This design comes from an exercise in tuning for a short achievable clock period and few clock cycles per item on the open sky130 flow, not from production work.
Only simulation tests tie the RTL to the original design; equivalence was not proved.
Power figures rest on the tool's default switching activity, not on a simulated workload.

--- design/flow/config.mk ---
export PLATFORM = sky130hd
export DESIGN_NAME = riscv_core
export DESIGN_NICKNAME = riscv_core
export VERILOG_FILES = /design/flow/design.v
export SDC_FILE = /design/flow/constraint.sdc
export NUM_CORES = 4
export LEC_CHECK = 0
export CAP_MARGIN = 20
export CORE_MARGIN = 2
export CORE_UTILIZATION = 50
export SETUP_SLACK_MARGIN = 1.8
export SLEW_MARGIN = 20
export TNS_END_PERCENT = 5
--- design/flow/constraint.sdc ---
create_clock -name core_clock -period 5.0 [get_ports {clk}]
set_input_delay 1.0000 -clock core_clock [delete_from_list [all_inputs] [get_ports {clk}]]
set_output_delay 1.0000 -clock core_clock [all_outputs]
set_load 0.01 [all_outputs]
--- design/flow/design.v ---
package rv_isa_pkg;
    localparam int XLEN       = 32;
    localparam int ILEN       = 32;
    localparam int REG_ADDR_W = 5;
    localparam int NUM_REGS   = 32;
    localparam logic [6:0] OPC_OP     = 7'b0110011;
    localparam logic [6:0] OPC_OP_IMM = 7'b0010011;
    localparam logic [2:0] F3_ADD_SUB = 3'b000;
    localparam logic [2:0] F3_SLL     = 3'b001;
    localparam logic [2:0] F3_SLT     = 3'b010;
    localparam logic [2:0] F3_SLTU    = 3'b011;
    localparam logic [2:0] F3_XOR     = 3'b100;
    localparam logic [2:0] F3_SRL_SRA = 3'b101;
    localparam logic [2:0] F3_OR      = 3'b110;
    localparam logic [2:0] F3_AND     = 3'b111;
    localparam logic [6:0] FUNCT7_ALT = 7'b0100000;
    localparam logic [3:0] ALU_ADD  = 4'd0;
    localparam logic [3:0] ALU_SUB  = 4'd1;
    localparam logic [3:0] ALU_SLL  = 4'd2;
    localparam logic [3:0] ALU_SLT  = 4'd3;
    localparam logic [3:0] ALU_SLTU = 4'd4;
    localparam logic [3:0] ALU_XOR  = 4'd5;
    localparam logic [3:0] ALU_SRL  = 4'd6;
    localparam logic [3:0] ALU_SRA  = 4'd7;
    localparam logic [3:0] ALU_OR   = 4'd8;
    localparam logic [3:0] ALU_AND  = 4'd9;
endpackage
package core_pipe_pkg;
    localparam int NUM_LANES = 2;
    localparam int PC_WIDTH  = 32;
endpackage
module reg_file (
    input  logic                                                                clk,
    input  logic                                                                rst_n,
    input  logic [2*core_pipe_pkg::NUM_LANES-1:0][rv_isa_pkg::REG_ADDR_W-1:0]   raddr,
    output logic [2*core_pipe_pkg::NUM_LANES-1:0][rv_isa_pkg::XLEN-1:0]         rdata,
    input  logic [core_pipe_pkg::NUM_LANES-1:0]                                 wr_wen,
    input  logic [core_pipe_pkg::NUM_LANES-1:0][rv_isa_pkg::REG_ADDR_W-1:0]     wr_addr,
    input  logic [core_pipe_pkg::NUM_LANES-1:0][rv_isa_pkg::XLEN-1:0]           wr_data
);
    logic [rv_isa_pkg::NUM_REGS-1:1][rv_isa_pkg::XLEN-1:0] regs;
    always_ff @(posedge clk or negedge rst_n) begin
        if (!rst_n) begin
            regs <= '0;
        end else begin
            for (int r = 1; r < rv_isa_pkg::NUM_REGS; r++) begin
                for (int w = 0; w < core_pipe_pkg::NUM_LANES; w++) begin
                    if (wr_wen[w] && wr_addr[w] == r[rv_isa_pkg::REG_ADDR_W-1:0]) begin
                        regs[r] <= wr_data[w];
                    end
                end
            end
        end
    end
    always_comb begin
        for (int p = 0; p < 2 * core_pipe_pkg::NUM_LANES; p++) begin
            rdata[p] = '0;
            if (raddr[p] != '0) begin
                rdata[p] = regs[raddr[p]];
                for (int w = 0; w < core_pipe_pkg::NUM_LANES; w++) begin
                    if (wr_wen[w] && wr_addr[w] == raddr[p]) begin
                        rdata[p] = wr_data[w];
                    end
                end
            end
        end
    end
endmodule
module issue_unit (
    input  logic                                    clk,
    input  logic                                    rst_n,
    output logic [core_pipe_pkg::PC_WIDTH-1:0]      imem_addr,
    input  logic [rv_isa_pkg::ILEN-1:0]             imem_data_0,
    input  logic [rv_isa_pkg::ILEN-1:0]             imem_data_1,
    input  logic                                    imem_ready,
    input  logic                                    issue1,     
    output logic [1:0]                              head_valid,
    output logic [1:0][rv_isa_pkg::ILEN-1:0]        head_word,
    output logic [1:0][core_pipe_pkg::PC_WIDTH-1:0] head_pc
);
    localparam int PW = core_pipe_pkg::PC_WIDTH;
    logic [PW-1:0]         fpc_q;    
    logic [PW-1:0]         ipc_q;    
    logic [PW-1:0]         ipc4_q;   
    logic [3:0][31:0]      ib_q;
    logic [2:0]            cnt_q;
    logic                  accept;
    logic [2:0][3:0][31:0] ib_sh;    
    logic [2:0][2:0]       cnt_sh;
    logic [1:0][3:0][31:0] ib_c;     
    logic [1:0][2:0]       cnt_c;
    logic [1:0][PW-1:0]    ipc_c, ipc4_c;
    assign imem_addr     = fpc_q;
    assign accept        = imem_ready && (cnt_q <= 3'd3);
    assign head_valid[0] = cnt_q != 3'd0;
    assign head_valid[1] = cnt_q >= 3'd2;
    assign head_word[0]  = ib_q[0];
    assign head_word[1]  = ib_q[1];
    assign head_pc[0]    = ipc_q;
    assign head_pc[1]    = ipc4_q;
    always_comb begin
        for (int k = 0; k < 3; k++) begin
            for (int j = 0; j < 4; j++) begin
                logic [2:0] s;
                s = 3'(j + k);
                ib_sh[k][j] = ib_q[j];
                if (s < cnt_q) begin
                    ib_sh[k][j] = ib_q[s[1:0]];
                end else if (s == cnt_q) begin
                    ib_sh[k][j] = imem_data_0;
                end else if (s == cnt_q + 3'd1) begin
                    ib_sh[k][j] = imem_data_1;
                end
            end
            cnt_sh[k] = cnt_q - 3'(k) + (accept ? 3'd2 : 3'd0);
        end
        if (head_valid[0]) begin
            ib_c[0]   = ib_sh[1];
            cnt_c[0]  = cnt_sh[1];
            ipc_c[0]  = ipc4_q;
            ipc4_c[0] = ipc_q + PW'(8);
        end else begin
            ib_c[0]   = ib_sh[0];
            cnt_c[0]  = cnt_sh[0];
            ipc_c[0]  = ipc_q;
            ipc4_c[0] = ipc4_q;
        end
        ib_c[1]   = ib_sh[2];
        cnt_c[1]  = cnt_sh[2];
        ipc_c[1]  = ipc_q + PW'(8);
        ipc4_c[1] = ipc4_q + PW'(8);
    end
    always_ff @(posedge clk or negedge rst_n) begin
        if (!rst_n) begin
            fpc_q  <= '0;
            ipc_q  <= '0;
            ipc4_q <= PW'(4);
            cnt_q  <= '0;
        end else begin
            if (accept) begin
                fpc_q <= fpc_q + PW'(8);
            end
            ipc_q  <= ipc_c[issue1];
            ipc4_q <= ipc4_c[issue1];
            cnt_q  <= cnt_c[issue1];
        end
    end
    always_ff @(posedge clk) begin
        ib_q <= ib_c[issue1];
    end
endmodule
module alu_lane (
    input  logic [9:0]                  op,    
    input  logic [rv_isa_pkg::XLEN-1:0] a,
    input  logic [rv_isa_pkg::XLEN-1:0] b,
    output logic [rv_isa_pkg::XLEN-1:0] y_add,
    output logic [rv_isa_pkg::XLEN-1:0] y_rest
);
    logic        inv;
    logic [31:0] bx;
    logic [32:0] s;
    logic        slt, sltu;
    logic [31:0] sll_r, sr_r;
    logic [4:0]  sh;
    assign inv   = op[1] | op[3] | op[4];
    assign bx    = b ^ {32{inv}};
    assign s     = {1'b0, a} + {1'b0, bx} + {32'd0, inv};
    assign sltu  = ~s[32];
    assign slt   = (a[31] ^ b[31]) ? a[31] : s[31];
    assign sh    = b[4:0];
    assign sll_r = a << sh;
    assign sr_r  = 32'($signed({op[7] & a[31], a}) >>> sh);
    assign y_add  = s[31:0];
    assign y_rest = ({32{op[2]}} & sll_r)
                  | ({32{op[3]}} & {31'd0, slt})
                  | ({32{op[4]}} & {31'd0, sltu})
                  | ({32{op[5]}} & (a ^ b))
                  | ({32{op[6] | op[7]}} & sr_r)
                  | ({32{op[8]}} & (a | b))
                  | ({32{op[9]}} & (a & b));
endmodule
module retire_unit (
    input  logic                                                               clk,
    input  logic                                                               rst_n,
    input  logic [core_pipe_pkg::NUM_LANES-1:0]                                in_valid,
    input  logic [core_pipe_pkg::NUM_LANES-1:0][core_pipe_pkg::PC_WIDTH-1:0]   in_pc,
    input  logic [core_pipe_pkg::NUM_LANES-1:0][rv_isa_pkg::REG_ADDR_W-1:0]    in_rd,
    input  logic [core_pipe_pkg::NUM_LANES-1:0]                                in_wen,
    input  logic [core_pipe_pkg::NUM_LANES-1:0]                                in_late,
    input  logic [core_pipe_pkg::NUM_LANES-1:0]                                in_isadd,
    input  logic [core_pipe_pkg::NUM_LANES-1:0][rv_isa_pkg::XLEN-1:0]          late_add,
    input  logic [core_pipe_pkg::NUM_LANES-1:0][rv_isa_pkg::XLEN-1:0]          late_rest,
    input  logic [core_pipe_pkg::NUM_LANES-1:0][rv_isa_pkg::XLEN-1:0]          early_res,
    output logic [core_pipe_pkg::NUM_LANES-1:0][rv_isa_pkg::XLEN-1:0]          late_add_q,
    output logic [core_pipe_pkg::NUM_LANES-1:0][rv_isa_pkg::XLEN-1:0]          late_rest_q,
    output logic [core_pipe_pkg::NUM_LANES-1:0]                                wr_wen,
    output logic [core_pipe_pkg::NUM_LANES-1:0][rv_isa_pkg::REG_ADDR_W-1:0]    wr_addr,
    output logic [core_pipe_pkg::NUM_LANES-1:0][rv_isa_pkg::XLEN-1:0]          wr_data,
    output logic [core_pipe_pkg::NUM_LANES-1:0]                                ret_valid,
    output logic [core_pipe_pkg::NUM_LANES-1:0][core_pipe_pkg::PC_WIDTH-1:0]   ret_pc,
    output logic [core_pipe_pkg::NUM_LANES-1:0][rv_isa_pkg::REG_ADDR_W-1:0]    ret_rd,
    output logic [core_pipe_pkg::NUM_LANES-1:0]                                ret_wen,
    output logic [core_pipe_pkg::NUM_LANES-1:0][rv_isa_pkg::XLEN-1:0]          ret_data
);
    localparam int NL = core_pipe_pkg::NUM_LANES;
    logic [NL-1:0]                             r_valid, r_wen, r_late, r_isadd;
    logic [NL-1:0][core_pipe_pkg::PC_WIDTH-1:0] r_pc;
    logic [NL-1:0][rv_isa_pkg::REG_ADDR_W-1:0] r_rd;
    logic [NL-1:0][rv_isa_pkg::XLEN-1:0]       r_early;
    logic [NL-1:0][rv_isa_pkg::XLEN-1:0]       r_data;
    always_ff @(posedge clk or negedge rst_n) begin
        if (!rst_n) begin
            r_valid   <= '0;
            r_wen     <= '0;
            ret_valid <= '0;
        end else begin
            for (int l = 0; l < NL; l++) begin
                r_valid[l] <= in_valid[l];
                r_wen[l]   <= in_valid[l] && in_wen[l];
            end
            ret_valid <= r_valid;
        end
    end
    always_ff @(posedge clk) begin
        r_pc        <= in_pc;
        r_rd        <= in_rd;
        r_late      <= in_late;
        r_isadd     <= in_isadd;
        late_add_q  <= late_add;
        late_rest_q <= late_rest;
        r_early     <= early_res;
        ret_pc      <= r_pc;
        ret_rd      <= r_rd;
        ret_wen     <= r_wen;
        ret_data    <= r_data;
    end
    for (genvar l = 0; l < NL; l++) begin : g_data
        assign r_data[l] = !r_late[l] ? r_early[l] :
                           r_isadd[l] ? late_add_q[l] : late_rest_q[l];
    end
    assign wr_wen  = r_wen;
    assign wr_addr = r_rd;
    assign wr_data = r_data;
endmodule
module riscv_core (
    input  logic        clk,
    input  logic        rst_n,
    output logic [31:0] imem_addr,
    input  logic [31:0] imem_data_0,
    input  logic [31:0] imem_data_1,
    input  logic        imem_ready,
    output logic        retire0_valid,
    output logic [31:0] retire0_pc,
    output logic [4:0]  retire0_rd,
    output logic        retire0_wen,
    output logic [31:0] retire0_data,
    output logic        retire1_valid,
    output logic [31:0] retire1_pc,
    output logic [4:0]  retire1_rd,
    output logic        retire1_wen,
    output logic [31:0] retire1_data
);
    localparam int NL = core_pipe_pkg::NUM_LANES;
    localparam int PW = core_pipe_pkg::PC_WIDTH;
    localparam int XL = rv_isa_pkg::XLEN;
    localparam int RW = rv_isa_pkg::REG_ADDR_W;
    logic                    issue1;
    logic [1:0]              head_valid;
    logic [1:0][31:0]        head_word;
    logic [1:0][PW-1:0]      head_pc;
    logic [NL-1:0]           d_isop, d_wen;
    logic [NL-1:0][RW-1:0]   d_rd;
    logic [NL-1:0][1:0][RW-1:0] d_rs;
    logic [NL-1:0][1:0]      d_use;
    logic [NL-1:0][9:0]      d_op;
    logic [NL-1:0]           d_isadd;
    logic [NL-1:0][XL-1:0]   d_imm;
    logic [NL-1:0][1:0]      ya, y11, y10, y21, y20;
    logic [NL-1:0]           d_late;
    logic [NL-1:0][1:0][8:0] d_sel;
    logic [NL-1:0][1:0][6:0] d_sel2;
    logic [2*NL-1:0][RW-1:0] rf_raddr;
    logic [2*NL-1:0][XL-1:0] rf_rdata;
    logic [NL-1:0]           x1_v, x1_wv, x1_wen, x1_late;
    logic [NL-1:0][PW-1:0]   x1_pc;
    logic [NL-1:0][RW-1:0]   x1_rd;
    logic [NL-1:0][9:0]      x1_op;
    logic [NL-1:0]           x1_isadd;
    logic [NL-1:0][1:0][XL-1:0] x1_opnd;
    logic [NL-1:0][1:0][8:0] x1_sel;
    logic [NL-1:0][1:0][6:0] x1_sel2;
    logic [NL-1:0][1:0][XL-1:0] x1_val;
    logic [NL-1:0][XL-1:0]   e_add_d, e_rest_d;
    logic [NL-1:0][XL-1:0]   e_add, e_rest;
    logic [NL-1:0]           x2_v, x2_wv, x2_wen, x2_late;
    logic [NL-1:0][PW-1:0]   x2_pc;
    logic [NL-1:0][RW-1:0]   x2_rd;
    logic [NL-1:0][9:0]      x2_op;
    logic [NL-1:0]           x2_isadd;
    logic [NL-1:0][1:0][XL-1:0] x2_opnd;
    logic [NL-1:0][1:0][6:0] x2_sel;
    logic [NL-1:0][1:0][XL-1:0] x2_val;
    logic [NL-1:0][XL-1:0]   e_res;
    logic [NL-1:0][XL-1:0]   l_add_d, l_rest_d;
    logic [NL-1:0][XL-1:0]   l_add, l_rest;
    logic [NL-1:0]           wr_wen;
    logic [NL-1:0][RW-1:0]   wr_addr;
    logic [NL-1:0][XL-1:0]   wr_data;
    logic [NL-1:0]           ret_valid;
    logic [NL-1:0][PW-1:0]   ret_pc;
    logic [NL-1:0][RW-1:0]   ret_rd;
    logic [NL-1:0]           ret_wen;
    logic [NL-1:0][XL-1:0]   ret_data;
    issue_unit u_ibuf (
        .clk         (clk),
        .rst_n       (rst_n),
        .imem_addr   (imem_addr),
        .imem_data_0 (imem_data_0),
        .imem_data_1 (imem_data_1),
        .imem_ready  (imem_ready),
        .issue1      (issue1),
        .head_valid  (head_valid),
        .head_word   (head_word),
        .head_pc     (head_pc)
    );
    for (genvar l = 0; l < NL; l++) begin : g_dec
        logic [31:0] w;
        logic [2:0]  f3;
        logic        alt, isimm, known;
        assign w  = head_word[l];
        assign f3 = w[14:12];
        always_comb begin
            d_isop[l]   = w[6:0] == rv_isa_pkg::OPC_OP;
            isimm       = w[6:0] == rv_isa_pkg::OPC_OP_IMM;
            known       = d_isop[l] || isimm;
            d_rd[l]     = w[11:7];
            d_rs[l][0]  = w[19:15];
            d_rs[l][1]  = w[24:20];
            d_wen[l]    = known && w[11:7] != '0;
            d_use[l][0] = known && w[19:15] != '0;
            d_use[l][1] = d_isop[l] && w[24:20] != '0;
            d_imm[l]    = {{(XL-12){w[31]}}, w[31:20]};
            alt = d_isop[l] ? (w[31:25] == rv_isa_pkg::FUNCT7_ALT) : (f3 == 3'b101 && w[30]);
            d_op[l] = {f3 == 3'b111, f3 == 3'b110, f3 == 3'b101 && alt, f3 == 3'b101 && !alt,
                       f3 == 3'b100, f3 == 3'b011, f3 == 3'b010, f3 == 3'b001,
                       f3 == 3'b000 && alt, f3 == 3'b000 && !alt};
            d_isadd[l] = f3 == 3'b000;
        end
    end
    always_comb begin
        for (int l = 0; l < NL; l++) begin
            d_late[l] = 1'b0;
            for (int s = 0; s < 2; s++) begin
                logic ha, h11, h10, h21, h20;
                ha  = (l == 1) && d_wen[0] && d_rd[0] == d_rs[l][s];
                h11 = x1_wv[1] && x1_rd[1] == d_rs[l][s];
                h10 = x1_wv[0] && x1_rd[0] == d_rs[l][s];
                h21 = x2_wv[1] && x2_rd[1] == d_rs[l][s];
                h20 = x2_wv[0] && x2_rd[0] == d_rs[l][s];
                ya[l][s]  = d_use[l][s] && ha;
                y11[l][s] = d_use[l][s] && !ha && h11;
                y10[l][s] = d_use[l][s] && !ha && !h11 && h10;
                y21[l][s] = d_use[l][s] && !ha && !h11 && !h10 && h21;
                y20[l][s] = d_use[l][s] && !ha && !h11 && !h10 && !h21 && h20;
                if (d_use[l][s] && (ha || (h11 && x1_late[1]) || (h10 && x1_late[0]))) begin
                    d_late[l] = 1'b1;
                end
                d_sel[l][s][8] = y21[l][s] && x2_late[1] && !x2_isadd[1];
                d_sel[l][s][7] = y21[l][s] && x2_late[1] &&  x2_isadd[1];
                d_sel[l][s][6] = y20[l][s] && x2_late[0] && !x2_isadd[0];
                d_sel[l][s][5] = y20[l][s] && x2_late[0] &&  x2_isadd[0];
                d_sel[l][s][4] = y11[l][s] && !x1_isadd[1];
                d_sel[l][s][3] = y11[l][s] &&  x1_isadd[1];
                d_sel[l][s][2] = y10[l][s] && !x1_isadd[0];
                d_sel[l][s][1] = y10[l][s] &&  x1_isadd[0];
                d_sel[l][s][0] = !(|d_sel[l][s][8:1]);
                d_sel2[l][s][6] = y11[l][s] && x1_late[1] && !x1_isadd[1];
                d_sel2[l][s][5] = y11[l][s] && x1_late[1] &&  x1_isadd[1];
                d_sel2[l][s][4] = y10[l][s] && x1_late[0] && !x1_isadd[0];
                d_sel2[l][s][3] = y10[l][s] && x1_late[0] &&  x1_isadd[0];
                d_sel2[l][s][2] = ya[l][s] && !d_isadd[0];
                d_sel2[l][s][1] = ya[l][s] &&  d_isadd[0];
                d_sel2[l][s][0] = !(|d_sel2[l][s][6:1]);
            end
        end
        issue1 = head_valid[1] && !((ya[1][0] || ya[1][1]) && d_late[0]);
    end
    for (genvar l = 0; l < NL; l++) begin : g_rd
        assign rf_raddr[2*l]   = d_rs[l][0];
        assign rf_raddr[2*l+1] = d_rs[l][1];
    end
    reg_file u_rf (
        .clk     (clk),
        .rst_n   (rst_n),
        .raddr   (rf_raddr),
        .rdata   (rf_rdata),
        .wr_wen  (wr_wen),
        .wr_addr (wr_addr),
        .wr_data (wr_data)
    );
    always_ff @(posedge clk or negedge rst_n) begin
        if (!rst_n) begin
            x1_v  <= '0;
            x1_wv <= '0;
        end else begin
            x1_v[0]  <= head_valid[0];
            x1_v[1]  <= issue1;
            x1_wv[0] <= head_valid[0] && d_wen[0];
            x1_wv[1] <= issue1 && d_wen[1];
        end
    end
    always_ff @(posedge clk) begin
        for (int l = 0; l < NL; l++) begin
            x1_wen[l]   <= d_wen[l];
            x1_late[l]  <= d_late[l];
            x1_pc[l]    <= head_pc[l];
            x1_rd[l]    <= d_rd[l];
            x1_op[l]    <= d_op[l];
            x1_isadd[l] <= d_isadd[l];
            x1_sel[l]   <= d_sel[l];
            x1_sel2[l]  <= d_sel2[l];
            for (int s = 0; s < 2; s++) begin
                if (s == 1 && !d_isop[l]) begin
                    x1_opnd[l][s] <= d_imm[l];
                end else if (y21[l][s] && !x2_late[1]) begin
                    x1_opnd[l][s] <= e_res[1];
                end else if (y20[l][s] && !x2_late[0]) begin
                    x1_opnd[l][s] <= e_res[0];
                end else begin
                    x1_opnd[l][s] <= rf_rdata[2*l+s];
                end
            end
        end
    end
    for (genvar l = 0; l < NL; l++) begin : g_x1
        for (genvar s = 0; s < 2; s++) begin : g_opnd
            assign x1_val[l][s] = ({XL{x1_sel[l][s][0]}} & x1_opnd[l][s])
                                | ({XL{x1_sel[l][s][1]}} & e_add[0])
                                | ({XL{x1_sel[l][s][2]}} & e_rest[0])
                                | ({XL{x1_sel[l][s][3]}} & e_add[1])
                                | ({XL{x1_sel[l][s][4]}} & e_rest[1])
                                | ({XL{x1_sel[l][s][5]}} & l_add[0])
                                | ({XL{x1_sel[l][s][6]}} & l_rest[0])
                                | ({XL{x1_sel[l][s][7]}} & l_add[1])
                                | ({XL{x1_sel[l][s][8]}} & l_rest[1]);
        end
        alu_lane u_alu_e (
            .op     (x1_op[l]),
            .a      (x1_val[l][0]),
            .b      (x1_val[l][1]),
            .y_add  (e_add_d[l]),
            .y_rest (e_rest_d[l])
        );
        assign e_res[l] = x2_isadd[l] ? e_add[l] : e_rest[l];
    end
    always_ff @(posedge clk or negedge rst_n) begin
        if (!rst_n) begin
            x2_v  <= '0;
            x2_wv <= '0;
        end else begin
            x2_v  <= x1_v;
            x2_wv <= x1_wv;
        end
    end
    always_ff @(posedge clk) begin
        e_add    <= e_add_d;
        e_rest   <= e_rest_d;
        x2_wen   <= x1_wen;
        x2_late  <= x1_late;
        x2_pc    <= x1_pc;
        x2_rd    <= x1_rd;
        x2_op    <= x1_op;
        x2_isadd <= x1_isadd;
        x2_opnd  <= x1_val;
        x2_sel   <= x1_sel2;
    end
    for (genvar l = 0; l < NL; l++) begin : g_x2
        for (genvar s = 0; s < 2; s++) begin : g_opnd
            assign x2_val[l][s] = ({XL{x2_sel[l][s][0]}} & x2_opnd[l][s])
                                | ({XL{x2_sel[l][s][1]}} & e_add[0])
                                | ({XL{x2_sel[l][s][2]}} & e_rest[0])
                                | ({XL{x2_sel[l][s][3]}} & l_add[0])
                                | ({XL{x2_sel[l][s][4]}} & l_rest[0])
                                | ({XL{x2_sel[l][s][5]}} & l_add[1])
                                | ({XL{x2_sel[l][s][6]}} & l_rest[1]);
        end
        alu_lane u_alu_l (
            .op     (x2_op[l]),
            .a      (x2_val[l][0]),
            .b      (x2_val[l][1]),
            .y_add  (l_add_d[l]),
            .y_rest (l_rest_d[l])
        );
    end
    retire_unit u_retire (
        .clk         (clk),
        .rst_n       (rst_n),
        .in_valid    (x2_v),
        .in_pc       (x2_pc),
        .in_rd       (x2_rd),
        .in_wen      (x2_wen),
        .in_late     (x2_late),
        .in_isadd    (x2_isadd),
        .late_add    (l_add_d),
        .late_rest   (l_rest_d),
        .early_res   (e_res),
        .late_add_q  (l_add),
        .late_rest_q (l_rest),
        .wr_wen      (wr_wen),
        .wr_addr     (wr_addr),
        .wr_data     (wr_data),
        .ret_valid   (ret_valid),
        .ret_pc      (ret_pc),
        .ret_rd      (ret_rd),
        .ret_wen     (ret_wen),
        .ret_data    (ret_data)
    );
    assign retire0_valid = ret_valid[0];
    assign retire0_pc    = ret_pc[0];
    assign retire0_rd    = ret_rd[0];
    assign retire0_wen   = ret_wen[0];
    assign retire0_data  = ret_data[0];
    assign retire1_valid = ret_valid[1];
    assign retire1_pc    = ret_pc[1];
    assign retire1_rd    = ret_rd[1];
    assign retire1_wen   = ret_wen[1];
    assign retire1_data  = ret_data[1];
endmodule
--- design/flow/run.sh ---
#!/bin/bash
# synth_recipe.tcl (not shown) runs the flow's synth.tcl, then flattens the netlist and writes it again
# the make line also repeats each setting of config.mk as NAME=value (left out here)
make -C /OpenROAD-flow-scripts/flow DESIGN_CONFIG=/design/flow/config.mk WORK_HOME=/design/flow/orfs CLKGATE_MAP_FILE= SYNTH_SCRIPT=/design/flow/synth_recipe.tcl finish
==> results.json <==
{
  "ff2ff_setup_slack_ns": 0.77,
  "post-route-period-util_pct": 84.60,
  "cp-start-kind": "flip-flop",
  "stdcell_count": 22300,
  "track_usage_pct": 55.38,
  "drc": 0,
  "hold_violations": 11,
  "place_hpwl_um": 626800,
  "die_h_um": 564.9,
  "yosysTopAreaCell": "dfrtp_1",
  "finalInstanceArea_um2": 191300,
  "max_stage_delay_ns": 1.01,
  "crit_fanout": 9,
  "numPortBuffers": 237,
  "period_needed_ns": 4.230,
  "tightest_slew_ns": 1.296,
  "antenna_found_initial": 109,
  "grt_start_max_net_pins": 110,
  "cp_num_buf_inv": 1,
  "grt_pass1_vias": 152200,
  "ant_nets": 0,
  "cp_slowest_cell": "dfxtp_1",
  "fin_nets": 18300,
  "setup_tns_ns": 0,
  "synth.distinct_cells": 108,
  "grt.overflow.total": 0,
  "post-synth-top-area-fraction_pct": 17.51,
  "r2r_end": "e_rest[35]",
  "crit_arrival_ns": 4.97,
  "wirelength_um": 924800,
  "cts_buffers": 278,
  "powerDensity_nw_per_um2": 784.5,
  "placed_area_um2": 168400,
  "vias": 169200,
  "synth_fa_ha_area_share_pct": 3.185,
  "viasPerCell": 7.587,
  "critPathCaptureType": "flip-flop",
  "ctsHoldBuffers": 0,
  "max_cap_viol_count": 0,
  "muxShareOfSynthArea_pct": 19.99,
  "max-slew-margin-rel_pct": 11.14,
  "yosysMostFrequentCell": "a21oi_1",
  "synth_ff_type": "dfrtp_1",
  "status": "complete, but fails checks",
  "rows": 205,
  "initial_core_util_pct": 50.36,
  "synthXorXnorAreaFrac_pct": 2.454,
  "wl_per_cell_um": 41.48,
  "syn-cell-area_um2": 157300,
  "setup_violations": 0,
  "clock_skew_ns": 0.08282,
  "synth-simple-area-share_pct": 11.97,
  "synth_edf_count": 128,
  "synthTopCellsByArea": "dfrtp_1 18%, mux4_2 15%, dfxtp_1 14%",
  "syn_area_per_cell_um2": 9.052,
  "drive_gt1_share_pct": 24.06,
  "synth_top_family_by_area": "compound AO/OA/AOI/OAI gates",
  "drt_pass1_iterations": 14,
  "grt_pass1_wl_um": 1249000,
  "holdWs_ns": -0.04458,
  "yosys_register_bits": 2304,
  "top_register": "u_rf.regs",
  "die_area_um2": 319100,
  "die_x_um": 564.9,
  "setup.worst_path.class": "flip-flop to flip-flop",
  "r2r_cells": 10,
  "pin_count": 241,
  "cp_top_family": "compound AO/OA/AOI/OAI gates",
  "synth-seq-area-share_pct": 33.64,
  "root_buffer": "clkbuf_16",
  "cts_tree": "yes",
  "placedCellCount": 21030,
  "cts.clk_slew.worst_paths_ns": 0.06,
  "vdd_drop_max_uv": 776.3,
  "core_area_um2": 312400,
  "fmax_mhz": 236.4,
  "synth_common_cells": "2311 x a21oi_1, 2269 x nor2_1, 1404 x clkbuf_1, 1400 x nand2_1, 1101 x dfrtp_1",
  "syn_inst": 17380,
  "insertion_delay_ns": 1.02,
  "r2r-start": "u_retire.late_rest_q[59]",
  "crit_chain": "a22oi_1, nand3_1, a221o_2, inv_1, mux2i_1, mux2i_1, mux2_2, a21oi_1, a21oi_1, o21ai_1",
  "slew_viol_final": 0,
  "async_reset_ff_share_pct": 47.83,
  "rsz0062_at_grt": "yes",
  "routabilityCongestion": 1.115,
  "biggestRegsByFlops": "u_rf.regs x992, x1_opnd x128, x2_opnd x128",
  "worst_hold_path_type": "input port to asynchronous set/reset pin",
  "largest_reg_flops": 992,
  "checkFailReasons": "negative hold slack",
  "worstPathRequired_ns": 5.74,
  "ys_warn_count": 4,
  "clock_path_buffers": 4,
  "clock-sinks": 2304,
  "area_delta_synth_final_pct": 21.61,
  "drt_iter0_drc": 34370,
  "synth_compound_area_share_pct": 23.12,
  "htreeDepth": 5,
  "p_leak_nw": 79.80
}
cell families after synthesis:
family,after synthesis
AOI/OAI and AO/OA,5674
and+or+nand+nor,4538
DFF,2304
buffers and inverters,2245
muxes,1780
xor gates and xnor gates,439
adders and majority gates,398
other,2
metal layers:
layer	vias to the layer above	share of wire, %	global-route usage [%]
li1	65900	-	-
met1	81060	33	64.40
met2	16680	40	76.66
met3	5451	16	25.98
met4	78	12	46.97
met5	-	0.12	1.577
worst register-to-register path, stage by stage, from the launching register on:
cell and delay [ns]:
dfxtp_1 1.01, a22oi_1 0.16, nand3_1 0.16, a221o_2 0.51, inv_1 0.28, mux2i_1 0.24, mux2i_1 0.14, mux2_2 0.30
a21oi_1 0.39, a21oi_1 0.16, o21ai_1 0.64
layout by cell type, fill, tap and decap left out, types with 66 or more instances in the layout:
master / count
a21oi_1: 2242
nor2_1: 2237
nand2_1: 1332
buf_4: 1274
dfrtp_1: 1098
mux4_2: 1075
dfxtp_1: 897
o21ai_0: 625
a22oi_1: 561
a211oi_1: 528
mux2i_1: 514
inv_1: 360
ha_1: 351
clkbuf_16: 340
a222oi_1: 278
nand3_1: 267
clkdlybuf4s50_1: 236
xnor2_1: 213
o211ai_1: 202
xor2_1: 179
buf_12: 169
a22o_1: 135
edfxtp_1: 128
mux2_2: 125
dfxtp_2: 122
o21ai_1: 117
buf_6: 112
and3_1: 111
o22ai_1: 102
a21o_1: 98
diode_2: 95
o221ai_1: 83
a221oi_1: 80
nand2b_1: 69
conb_1: 67
nand3_2: 66
through the flow:
| stage | setup slack (ns) | power [mW] | utilization, % |
|---|---|---|---|
| 2_1_floorplan | 1.269 | 74.56 | - |
| 3_3_place_gp | 0.08091 | 108.7 | 53.89 |
| 3_5_place_dp | 0.1337 | 108.7 | 53.91 |
| 4_1_cts | 0.8846 | 135.9 | 59.11 |
| 5_1_grt | 0.7895 | 150.9 | 61.19 |
| 6_report | 0.7699 | 150.1 | 61.24 |
power by group:
group	internal, mW	switching [mW]
clock	12.7	9.34
combinational	35.1	58.2
sequential	24.4	10.4
total	72.2	77.9
final cells by class:
cell class	instances	area, µm²
Antenna cell	95	237.7
Clock buffer	393	8165
Timing Repair Buffer	1932	20100
Clock inverter	115	1465
Fill cell	26070	121100
Sequential cell	2304	53290
Inverter	419	1704
Tap cell	4140	5180
Multi-Input combinational cell	12900	101200
what timing repair did:
action,CTS,global route
buffers inserted,296,276
cloned,25,55
gates resized for setup,794,565
setup endpoints to repair,825,1145
pin swaps,244,271
worst max path at each step:
stage / from / end / slack (ns) / cells after the start
finish: u_retire.late_rest_q[59] / e_rest[35] / 0.77 / 10
detailed placement: x1_sel[24] / e_add[57] / 0.13 / 14
CTS: u_retire.late_rest_q[10] / u_retire.late_rest_q[32] / 0.88 / 14
global route: u_retire.late_add_q[8] / u_retire.late_rest_q[32] / 0.79 / 13
global placement: x1_sel[24] / e_add[57] / 0.08 / 14
floorplan: u_retire.late_rest_q[0] / u_retire.late_add_q[30] / 1.27 / 19
Testbench counts, summed over its fixed seeds: cycles 6,325, instrs 12,000.

==> port drivers added, routing unchanged <==
The flow's constraints put no driver on any port. The routed layout listed below was extracted and timed again, unchanged, in two steps. Step 1 sets driving cells, clkbuf_16 on the clock port and buf_2 on the other inputs (assumed; they add their load-dependent delay and slew). Step 2, shift: input delay + t, output delay - t, t = (earliest + latest rising clock arrival at the registers) / 2. This alone moves slack from input paths to output paths. Three values: ideal, step 1, step 2; two values: the first two.
t, ns: 1.097
setup WS [ns]: 0.770 / 0.770 / 0.508
hold slack, ns: -0.045 / -0.107 / 0.315
clock arrival spread, ns: 0.090 / 0.090
pins driven straight from the clock port: 1
For this run, drivers alone change the setup slack by 0.000 ns; drivers and shift together by -0.262 ns.
